This is an optimization exercise on Yosys and OpenROAD, whose aim is small area, not a production implementation.
The RTL was checked by simulation tests, not by an equivalence proof against the original design.
Power figures rest on the tool's default switching activity, not on a simulated workload.

**flow/design.v**
```verilog
package link_ctrl_pkg;
  localparam int IPB_ADDR_W = 24;
  localparam int IPB_DATA_W = 32;
  localparam int TGT_LSB    = 20;             
  localparam int TGT_W      = 4;
  localparam int REG_IDX_W  = 2;              
  localparam int WR_COUNT_W = 16;
  localparam int BIT_IDX_W  = 5;
  localparam int CHANNEL_COUNT = 5;           
  localparam int SYNTH_TARGET  = 5;           
  localparam int SYNTH_BITS = 32;
  localparam int SEQ_W      = 7;              
  typedef logic [IPB_ADDR_W-1:0] ipb_addr_t;
  typedef logic [IPB_DATA_W-1:0] ipb_data_t;
  typedef logic [TGT_W-1:0]      target_t;
  typedef logic [REG_IDX_W-1:0]  reg_idx_t;
  typedef logic [WR_COUNT_W-1:0] wr_count_t;
  typedef logic [BIT_IDX_W-1:0]  bit_idx_t;
  localparam reg_idx_t CHAN_COUNT_REG = 2'd3;   
  localparam reg_idx_t SYNTH_WORD_REG = 2'd0;   
  localparam reg_idx_t SYNTH_STAT_REG = 2'd1;   
  localparam reg_idx_t SYNTH_CTRL_REG = 2'd2;   
  typedef enum logic [2:0] {
    st_idle  = 3'd0,
    st_write = 3'd1,                          
    st_rd1   = 3'd2,                          
    st_rd2   = 3'd3,
    st_rd3   = 3'd4,
    st_ack   = 3'd5,
    st_hold  = 3'd6                           
  } ipb_state_t;
endpackage
module ipb_io_fsm (
  input  logic ipb_clk,
  input  logic rst,
  input  logic ipb_strobe,   
  input  logic ipb_write,
  output logic io_wr_en,     
  output logic io_rd1,       
  output logic ipb_ack
);
  link_ctrl_pkg::ipb_state_t state;
  link_ctrl_pkg::ipb_state_t state_nxt;
  always_comb begin
    case (state)
      link_ctrl_pkg::st_idle:  state_nxt = !ipb_strobe ? link_ctrl_pkg::st_idle :
                                           ipb_write ? link_ctrl_pkg::st_write : link_ctrl_pkg::st_rd1;
      link_ctrl_pkg::st_write: state_nxt = link_ctrl_pkg::st_ack;
      link_ctrl_pkg::st_rd1:   state_nxt = link_ctrl_pkg::st_rd2;
      link_ctrl_pkg::st_rd2:   state_nxt = link_ctrl_pkg::st_rd3;
      link_ctrl_pkg::st_rd3:   state_nxt = link_ctrl_pkg::st_ack;
      link_ctrl_pkg::st_ack:   state_nxt = link_ctrl_pkg::st_hold;
      link_ctrl_pkg::st_hold:  state_nxt = ipb_strobe ? link_ctrl_pkg::st_hold : link_ctrl_pkg::st_idle;
      default:                 state_nxt = link_ctrl_pkg::st_idle;
    endcase
  end
  always_ff @(posedge ipb_clk) begin
    if (rst) state <= link_ctrl_pkg::st_idle;
    else     state <= state_nxt;
  end
  assign io_wr_en = (state == link_ctrl_pkg::st_write);
  assign io_rd1   = (state == link_ctrl_pkg::st_rd1);
  assign ipb_ack  = (state == link_ctrl_pkg::st_ack);
endmodule
module ipb_target_sel (
  input  logic ipb_clk,
  input  link_ctrl_pkg::ipb_addr_t ipb_addr,
  input  logic io_wr_en,
  output logic [link_ctrl_pkg::CHANNEL_COUNT-1:0] chan_wr,
  output logic synth_wr,
  output logic [3:0] reg_sel,                   
  input  link_ctrl_pkg::ipb_data_t [link_ctrl_pkg::CHANNEL_COUNT-1:0] chan_reg0,
  input  link_ctrl_pkg::ipb_data_t [link_ctrl_pkg::CHANNEL_COUNT-1:0] chan_reg1,
  input  link_ctrl_pkg::ipb_data_t [link_ctrl_pkg::CHANNEL_COUNT-1:0] chan_reg2,
  input  link_ctrl_pkg::wr_count_t [link_ctrl_pkg::CHANNEL_COUNT-1:0] chan_count,
  output link_ctrl_pkg::wr_count_t count_sel,   
  input  link_ctrl_pkg::ipb_data_t synth_rd_data,
  output link_ctrl_pkg::ipb_data_t ipb_rdata
);
  link_ctrl_pkg::target_t  target;
  link_ctrl_pkg::reg_idx_t idx;
  logic [link_ctrl_pkg::CHANNEL_COUNT-1:0] chan_sel;    
  logic synth_sel;
  assign target = ipb_addr[link_ctrl_pkg::TGT_LSB +: link_ctrl_pkg::TGT_W];
  assign idx    = ipb_addr[link_ctrl_pkg::REG_IDX_W-1:0];
  always_ff @(posedge ipb_clk) begin
    for (int i = 0; i < link_ctrl_pkg::CHANNEL_COUNT; i++) begin
      chan_sel[i] <= (target == link_ctrl_pkg::target_t'(i));
    end
    synth_sel <= (target == link_ctrl_pkg::target_t'(link_ctrl_pkg::SYNTH_TARGET));
    for (int i = 0; i < 4; i++) begin
      reg_sel[i] <= (idx == link_ctrl_pkg::reg_idx_t'(i));
    end
  end
  assign chan_wr  = chan_sel & {link_ctrl_pkg::CHANNEL_COUNT{io_wr_en}};
  assign synth_wr = synth_sel & io_wr_en;
  always_comb begin
    count_sel = '0;
    for (int i = 0; i < link_ctrl_pkg::CHANNEL_COUNT; i++) begin
      count_sel = count_sel | (chan_count[i] & {link_ctrl_pkg::WR_COUNT_W{chan_sel[i]}});
    end
  end
  always_comb begin
    ipb_rdata = (synth_rd_data & {link_ctrl_pkg::IPB_DATA_W{synth_sel}})
              | (link_ctrl_pkg::ipb_data_t'(count_sel) & {link_ctrl_pkg::IPB_DATA_W{reg_sel[3]}});
    for (int i = 0; i < link_ctrl_pkg::CHANNEL_COUNT; i++) begin
      ipb_rdata = ipb_rdata
                | (chan_reg0[i] & {link_ctrl_pkg::IPB_DATA_W{chan_sel[i] & reg_sel[0]}})
                | (chan_reg1[i] & {link_ctrl_pkg::IPB_DATA_W{chan_sel[i] & reg_sel[1]}})
                | (chan_reg2[i] & {link_ctrl_pkg::IPB_DATA_W{chan_sel[i] & reg_sel[2]}});
    end
  end
endmodule
module chan_reg_bank (
  input  logic ipb_clk,
  input  logic rst,
  input  logic wr,                      
  input  logic [3:0] reg_sel,           
  input  link_ctrl_pkg::ipb_data_t wr_data,
  input  link_ctrl_pkg::wr_count_t cnt_nxt,    
  output link_ctrl_pkg::ipb_data_t reg0,
  output link_ctrl_pkg::ipb_data_t reg1,
  output link_ctrl_pkg::ipb_data_t reg2,
  output link_ctrl_pkg::wr_count_t wr_count
);
  logic [3:0] load;                     
  logic [3:0] keep;
  logic [3:0] hit;
  assign hit[0] = wr && reg_sel[0];
  assign hit[1] = wr && reg_sel[1];
  assign hit[2] = wr && reg_sel[2];
  assign hit[3] = wr && !reg_sel[link_ctrl_pkg::CHAN_COUNT_REG];   
  assign load   = hit & {4{!rst}};
  assign keep   = ~hit & {4{!rst}};
  always_ff @(posedge ipb_clk) begin
    reg0     <= (wr_data & {32{load[0]}}) | (reg0 & {32{keep[0]}});
    reg1     <= (wr_data & {32{load[1]}}) | (reg1 & {32{keep[1]}});
    reg2     <= (wr_data & {32{load[2]}}) | (reg2 & {32{keep[2]}});
    wr_count <= (cnt_nxt & {16{load[3]}}) | (wr_count & {16{keep[3]}});
  end
endmodule
module synth_bit_timer (
  input  logic ipb_clk,
  input  logic rst,
  input  logic start,                   
  output logic [link_ctrl_pkg::SEQ_W-1:0] seq,
  output logic busy
);
  always_ff @(posedge ipb_clk) begin
    if (rst) begin
      busy <= 1'b0;
      seq  <= '0;
    end else begin
      if (start) begin
        busy <= 1'b1;
      end else if (seq == '1) begin
        busy <= 1'b0;                   
      end
      if (busy) begin
        seq <= seq + link_ctrl_pkg::SEQ_W'(1);
      end
    end
  end
endmodule
module synth_serial_if (
  input  logic ipb_clk,
  input  logic rst,
  input  logic wr,                      
  input  logic rd1,                     
  input  logic [3:0] reg_sel,           
  input  link_ctrl_pkg::ipb_data_t wr_data,
  output link_ctrl_pkg::ipb_data_t rd_data,
  input  logic [link_ctrl_pkg::SEQ_W-1:0] seq,
  input  logic busy,
  output logic start,
  output logic dclk,
  output logic ddat,
  output logic dlen,
  output logic goe,
  output logic sync
);
  link_ctrl_pkg::ipb_data_t last_word;         
  link_ctrl_pkg::bit_idx_t  bit_idx;
  logic busy_rd;                                
  assign start   = wr && reg_sel[link_ctrl_pkg::SYNTH_WORD_REG] && !busy;   
  assign bit_idx = seq[link_ctrl_pkg::SEQ_W-1 -: link_ctrl_pkg::BIT_IDX_W];
  assign dclk    = seq[1];
  assign dlen    = busy;
  assign ddat    = busy && last_word[~bit_idx];   
  logic word_load, word_keep, ctrl_load, ctrl_keep;
  assign word_load = start && !rst;
  assign word_keep = !start && !rst;
  assign ctrl_load = wr && reg_sel[link_ctrl_pkg::SYNTH_CTRL_REG] && !rst;
  assign ctrl_keep = !(wr && reg_sel[link_ctrl_pkg::SYNTH_CTRL_REG]) && !rst;
  always_ff @(posedge ipb_clk) begin
    last_word <= (wr_data & {link_ctrl_pkg::IPB_DATA_W{word_load}}) | (last_word & {link_ctrl_pkg::IPB_DATA_W{word_keep}});
    goe       <= (wr_data[0] && ctrl_load) || (goe && ctrl_keep);
    sync      <= (wr_data[1] && ctrl_load) || (sync && ctrl_keep);
  end
  always_ff @(posedge ipb_clk) begin
    if (rd1) busy_rd <= busy;
  end
  always_comb begin
    rd_data = (last_word & {link_ctrl_pkg::IPB_DATA_W{reg_sel[link_ctrl_pkg::SYNTH_WORD_REG]}})
            | link_ctrl_pkg::ipb_data_t'(busy_rd && reg_sel[link_ctrl_pkg::SYNTH_STAT_REG])
            | link_ctrl_pkg::ipb_data_t'({sync, goe} & {2{reg_sel[link_ctrl_pkg::SYNTH_CTRL_REG]}});
  end
endmodule
module link_ctrl_top (
  input  logic ipb_clk,
  input  logic rst,
  input  logic ipb_strobe,
  input  logic ipb_write,
  input  link_ctrl_pkg::ipb_addr_t ipb_addr,
  input  link_ctrl_pkg::ipb_data_t ipb_wdata,
  output link_ctrl_pkg::ipb_data_t ipb_rdata,
  output logic ipb_ack,
  output logic adcclk_dclk,
  output logic adcclk_ddat,
  output logic adcclk_dlen,
  output logic adcclk_goe,
  output logic adcclk_sync
);
  logic io_wr_en;
  logic io_rd1;
  logic [link_ctrl_pkg::CHANNEL_COUNT-1:0] chan_wr;
  link_ctrl_pkg::ipb_data_t [link_ctrl_pkg::CHANNEL_COUNT-1:0] chan_reg0;
  link_ctrl_pkg::ipb_data_t [link_ctrl_pkg::CHANNEL_COUNT-1:0] chan_reg1;
  link_ctrl_pkg::ipb_data_t [link_ctrl_pkg::CHANNEL_COUNT-1:0] chan_reg2;
  link_ctrl_pkg::wr_count_t [link_ctrl_pkg::CHANNEL_COUNT-1:0] chan_count;
  link_ctrl_pkg::wr_count_t count_sel;
  link_ctrl_pkg::wr_count_t cnt_nxt;
  link_ctrl_pkg::ipb_data_t wr_data;
  link_ctrl_pkg::ipb_data_t synth_rd_data;
  logic synth_wr;
  logic [link_ctrl_pkg::SEQ_W-1:0] seq;
  logic busy;
  logic start;
  logic [3:0] reg_sel;                  
  assign wr_data = ipb_wdata;
  assign cnt_nxt = count_sel + link_ctrl_pkg::wr_count_t'(1);
  ipb_io_fsm i_ipb_io_fsm (
    .ipb_clk   (ipb_clk),
    .rst       (rst),
    .ipb_strobe(ipb_strobe),
    .ipb_write (ipb_write),
    .io_wr_en  (io_wr_en),
    .io_rd1    (io_rd1),
    .ipb_ack   (ipb_ack)
  );
  ipb_target_sel i_ipb_target_sel (
    .ipb_clk      (ipb_clk),
    .ipb_addr     (ipb_addr),
    .io_wr_en     (io_wr_en),
    .chan_wr      (chan_wr),
    .synth_wr     (synth_wr),
    .reg_sel      (reg_sel),
    .chan_reg0    (chan_reg0),
    .chan_reg1    (chan_reg1),
    .chan_reg2    (chan_reg2),
    .chan_count   (chan_count),
    .count_sel    (count_sel),
    .synth_rd_data(synth_rd_data),
    .ipb_rdata    (ipb_rdata)
  );
  for (genvar i = 0; i < link_ctrl_pkg::CHANNEL_COUNT; i++) begin : g_chan
    chan_reg_bank i_chan_reg_bank (
      .ipb_clk (ipb_clk),
      .rst     (rst),
      .wr      (chan_wr[i]),
      .reg_sel (reg_sel),
      .wr_data (wr_data),
      .cnt_nxt (cnt_nxt),
      .reg0    (chan_reg0[i]),
      .reg1    (chan_reg1[i]),
      .reg2    (chan_reg2[i]),
      .wr_count(chan_count[i])
    );
  end
  synth_bit_timer i_synth_bit_timer (
    .ipb_clk(ipb_clk),
    .rst    (rst),
    .start  (start),
    .seq    (seq),
    .busy   (busy)
  );
  synth_serial_if i_synth_serial_if (
    .ipb_clk(ipb_clk),
    .rst    (rst),
    .wr     (synth_wr),
    .rd1    (io_rd1),
    .reg_sel(reg_sel),
    .wr_data(wr_data),
    .rd_data(synth_rd_data),
    .seq    (seq),
    .busy   (busy),
    .start  (start),
    .dclk   (adcclk_dclk),
    .ddat   (adcclk_ddat),
    .dlen   (adcclk_dlen),
    .goe    (adcclk_goe),
    .sync   (adcclk_sync)
  );
endmodule
```
**flow/flow/run.sh**
```bash
#!/bin/bash
# Own layout flow: the standard ORFS flow (standard.sh, unchanged
# synthesis) with a few ORFS variables set on the make command line:
#  - port buffers use a plain buf_1 instead of the default pick
#  - buffers left by abc are removed at floorplan; repair_design re-buffers
#  - larger clock sink clusters, and no dummy loads in the clock tree
# make's full output goes to flow_make.log here; ORFS's per-step logs stay
# under orfs/logs.
set -euo pipefail
bash standard.sh \
  "BUFFER_PORTS_ARGS=-buffer_cell sky130_fd_sc_hd__buf_1" \
  "REMOVE_ABC_BUFFERS=1" \
  "CTS_ARGS=-sink_clustering_enable -repair_clock_nets -sink_clustering_size 18 -sink_clustering_max_diameter 40 -dont_use_dummy_load -buf_list sky130_fd_sc_hd__clkbuf_8" \
  finish > flow_make.log 2>&1
```
**flow/standard.sh**
```bash
#!/bin/bash
# synth_recipe.tcl (not shown) runs the flow's synth.tcl, then flattens the netlist and writes it again
# the make line also repeats each setting of config.mk as NAME=value (left out here)
make -C /OpenROAD-flow-scripts/flow DESIGN_CONFIG=/design/flow/config.mk WORK_HOME=/design/flow/orfs CLKGATE_MAP_FILE= SYNTH_SCRIPT=/design/flow/synth_recipe.tcl "${@:-finish}"
```
**flow/config.mk**
```make
export PLATFORM = sky130hd
export DESIGN_NAME = link_ctrl_top
export DESIGN_NICKNAME = link_ctrl_top
export VERILOG_FILES = /design/flow/design.v
export SDC_FILE = /design/flow/constraint.sdc
export NUM_CORES = 4
export LEC_CHECK = 0
export CAP_MARGIN = 0
export CORE_MARGIN = 2
export CORE_UTILIZATION = 65
export SLEW_MARGIN = 0
```
**flow/constraint.sdc**
```tcl
create_clock -name core_clock -period 5.0 [get_ports {ipb_clk}]
set_input_delay 1.0000 -clock core_clock [delete_from_list [all_inputs] [get_ports {ipb_clk}]]
set_output_delay 1.0000 -clock core_clock [all_outputs]
set_load 0.01 [all_outputs]
```
==> impl_metrics.yaml <==
power:
  power_frac_comb: 0.046
  p_per_area_nw_per_um2: 336
  p_int_w: 0.00626
  p_leak_nw: 9.34
  seqPwrFrac: 0.598
  p_sw_w: 0.00203
  peakVddDrop_uv: 284
  power.share.switching: 0.245
  clock_power_share: 0.356
logic_synthesis:
  synth-seq-cells: 616
  yosysWarnings: 5
  synthFlopType: "dfxtp_1"
  yosysTopAreaCellShare: 0.534
  synth_edf_count: 1
  avgSynthCellArea_sq_um: 11.2
  yosysSeqAreaShare: 0.535
  ys_types: 55
  synth-async-reset-ratio: 0
  syn_area_sq_um: 23100
  postSynthCellCount: 2064
  yosys.area.top_type: "dfxtp_1"
  synth_area_leaders: "dfxtp_1 (53%), a22o_1 (25%), a222oi_1 (3.0%), a22oi_1 (3.0%), clkbuf_1 (2.6%)"
place:
  io_buffer_count: 79
  globalplace.congestion: 0.870
  placed_cell_area_sq_um: 23700
  dp_hpwl_um: 47600
  dp_cells: 2411
drt:
  drc_errors: 0
  wl_per_cell_um: 33.5
  num_vias: 19700
  drtAntennaViolNets: 0
  finalWirelength_um: 83300
  vias_per_cell: 7.93
  first_pass_iters: 9
  drt_iter0_drc: 2748
final_layout:
  design_area_sq_um: 24700
  syn2layout_area_growth_pct: 6.93
  final_cells: 2485
  layout_commonest_cell: "a22o_1"
  finalNetCount: 2086
  drive_gt1_frac: 0.111
  mostFrequentLayoutCells: "a22o_1 (651), dfxtp_1 (607), a22oi_1 (91)"
  fin_util: 0.700
floorplan:
  die_w_um: 192
  num_rows: 69
  dieArea_sq_um: 37000
  io_pins: 98
  die_h_um: 192
  core_sq_um: 35200
  initial_core_util: 0.655
global_route:
  grt_pass1_vias: 18700
  grt_max_degree: 38
  grt_pass1_wl_um: 121000
  grtUsageTotal: 0.444
  antenna_found_initial: 4
  grt-ovfl-total: 0
sta:
  rsz0062_at_grt: "false"
  fin_crit_ps: 4580
  tightest_slew_ps: 1310
  drv_slew: 0
  finalCritPeriodShare: 0.916
  fmax_mhz: 218
  finalSetupTns_ps: 0
  fin_skew_ps: 58.6
  setup_viol: 0
  relSlewSlack: 0.127
  hold_viol_final: 0
cts:
  root_buffer: "clkbuf_8"
  ctsHoldBuffers: 0
  cts-htree-levels: 3
  clk_pin_slew_worst_paths_ps: 70
  insertion_delay_ps: 670
  cts_tree: "built"
  numCtsBuffers: 72
  ctsLongestPathBuffers: 3
  cts_sinks: 616
  cts_setup_buffers: 0
  cts_resized: 0
worst_setup_path:
  cp.arrival_ps: 3580
  start_kind: "flip-flop"
  crit_fanout: 22
  slowest_delay_ps: 1080
  crit_type: "reg2out"
  endpoint_kind: "primary output"
  crit_slowest_cell: "and2_1"
  crit_chain: "and2_1 > buf_4 > a222oi_1 > nand3_1 > nor2_1 > o21ai_0 > buf_1"
  worst-endpoint-required_ps: 4000
run:
  cap_violations: 0
outcome:
  outcome: "timing/DRC/antenna clean"
hold_path:
  hp-class: "reg2reg"
==> worst paths after layout <==
path,startpoint,to,slack [ps],depth (start not counted)
min,g_chan[2].i_chan_reg_bank.wr_count[15]$_DFF_P_,g_chan[2].i_chan_reg_bank.wr_count[15]$_DFF_P_,470,1
max reg2reg,i_ipb_target_sel.chan_sel[4]$_DFF_P_,g_chan[3].i_chan_reg_bank.wr_count[14]$_DFF_P_,1740,8
max,i_ipb_target_sel.reg_sel[0]$_DFF_P_,ipb_rdata[20],420,7
min reg2reg,g_chan[2].i_chan_reg_bank.wr_count[15]$_DFF_P_,g_chan[2].i_chan_reg_bank.wr_count[15]$_DFF_P_,470,1
==> layout make-up <==
cell class | instances | area, sq um
Antenna cell | 2 | 5.00
Clock buffer | 72 | 991
Fill cell | 2708 | 10600
Inverter | 18 | 67.6
Multi-Input combinational cell | 1170 | 9860
Sequential cell | 616 | 12400
Tap cell | 461 | 577
Timing Repair Buffer | 146 | 813
==> per-stage QoR <==
step	setup WS, ps	total power (W)	hold WS (ps)
floorplan	1640	0.00517	442
global placement	1310	0.00542	452
detailed placement	1300	0.00543	455
CTS	622	0.00824	474
global route	447	0.00846	484
finish	421	0.00829	472
==> per-layer routing <==
metal | share of wire | vias up | track usage
met5 | 0.00032 | - | 0
met4 | 0.061 | 4 | 0.261
met3 | 0.14 | 381 | 0.127
met2 | 0.43 | 1592 | 0.657
met1 | 0.37 | 9690 | 0.579
li1 | - | 8040 | -
==> sequential cells by signal, indices dropped and copies added (netlist names) <==
register and cells:
i_ipb_target_sel.synth_sel 1, i_synth_serial_if.sync 1, i_ipb_target_sel.reg_sel 4, i_synth_bit_timer.seq 7, i_synth_bit_timer.busy 1, i_synth_serial_if.last_word 32
i_synth_serial_if.busy_rd 1, i_ipb_io_fsm.state 3, i_ipb_target_sel.chan_sel 5, g_chan.i_chan_reg_bank.reg1 160, g_chan.i_chan_reg_bank.wr_count 80, g_chan.i_chan_reg_bank.reg2 160
i_synth_serial_if.goe 1, g_chan.i_chan_reg_bank.reg0 160
==> critical path: cells and delay by family, from the launching register on <==
family / cells / cell delay (ps)
AO/OA/AOI/OAI: 2 / 300
buffers and inverters: 2 / 570
flip-flops: 1 / 790
AND/OR/NAND/NOR: 3 / 1280
==> Yosys cell counts, types with 20 or more instances <==
library cell / count
a222oi_1: 69
nand2_1: 48
buf_1: 45
buf_2: 44
dfxtp_1: 615
nand3_1: 20
nand4_1: 24
a221oi_1: 47
a22oi_1: 91
a22o_1: 651
nor2_1: 40
clkbuf_1: 160
a21oi_1: 29
==> power by group through the flow <==
| stage | Clock (W) | Combinational (W) | Sequential (W) |
|---|---|---|---|
| 2_1_floorplan | 0 | 0.000100 | 0.00507 |
| 3_3_place_gp | 0 | 0.000350 | 0.00507 |
| 3_5_place_dp | 0 | 0.000354 | 0.00507 |
| 4_1_cts | 0.00292 | 0.000355 | 0.00496 |
| 5_1_grt | 0.00312 | 0.000377 | 0.00496 |
| 6_report | 0.00295 | 0.000380 | 0.00496 |
==> cell families after synthesis <==
logic type / share of synthesized area
buffers and inverters: 0.0502
AND/OR/NAND/NOR: 0.0521
flip-flops: 0.535
XOR/XNOR: 0.00678
AO/OA/AOI/OAI: 0.343
multiplexers: 0.0118
adder cells (fa/ha/maj): 0.00108

[what the ideal ports hide]
In the flow no input, the clock included, has a driving cell. The finished layout below was timed again as built, in two steps.
Step 1 (the two cells are an assumption about what drives the block):
set clk [get_ports {ipb_clk}]
set_driving_cell -lib_cell sky130_fd_sc_hd__clkbuf_16 $clk
set_driving_cell -lib_cell sky130_fd_sc_hd__buf_2 [delete_from_list [all_inputs] $clk]
Step 2 also shifts input and output timing later by t, the mid clock arrival at the registers, as if the neighbouring blocks saw the same clock.
a / b / c = ideal / step 1 / step 2; a / b = the first two.
t (ns): 0.695
setup WS [ns]: 0.421 / 0.366 / 1.061
clock arrival spread, ns: 0.058 / 0.058
slew at the worst register clock pin (ns): 0.10 / 0.10
worst slew at a driven data input, ns: 0.10
After both steps this run still meets setup and hold. The setup slack of this run moves by -0.055 ns with the drivers and by +0.640 ns with both steps.
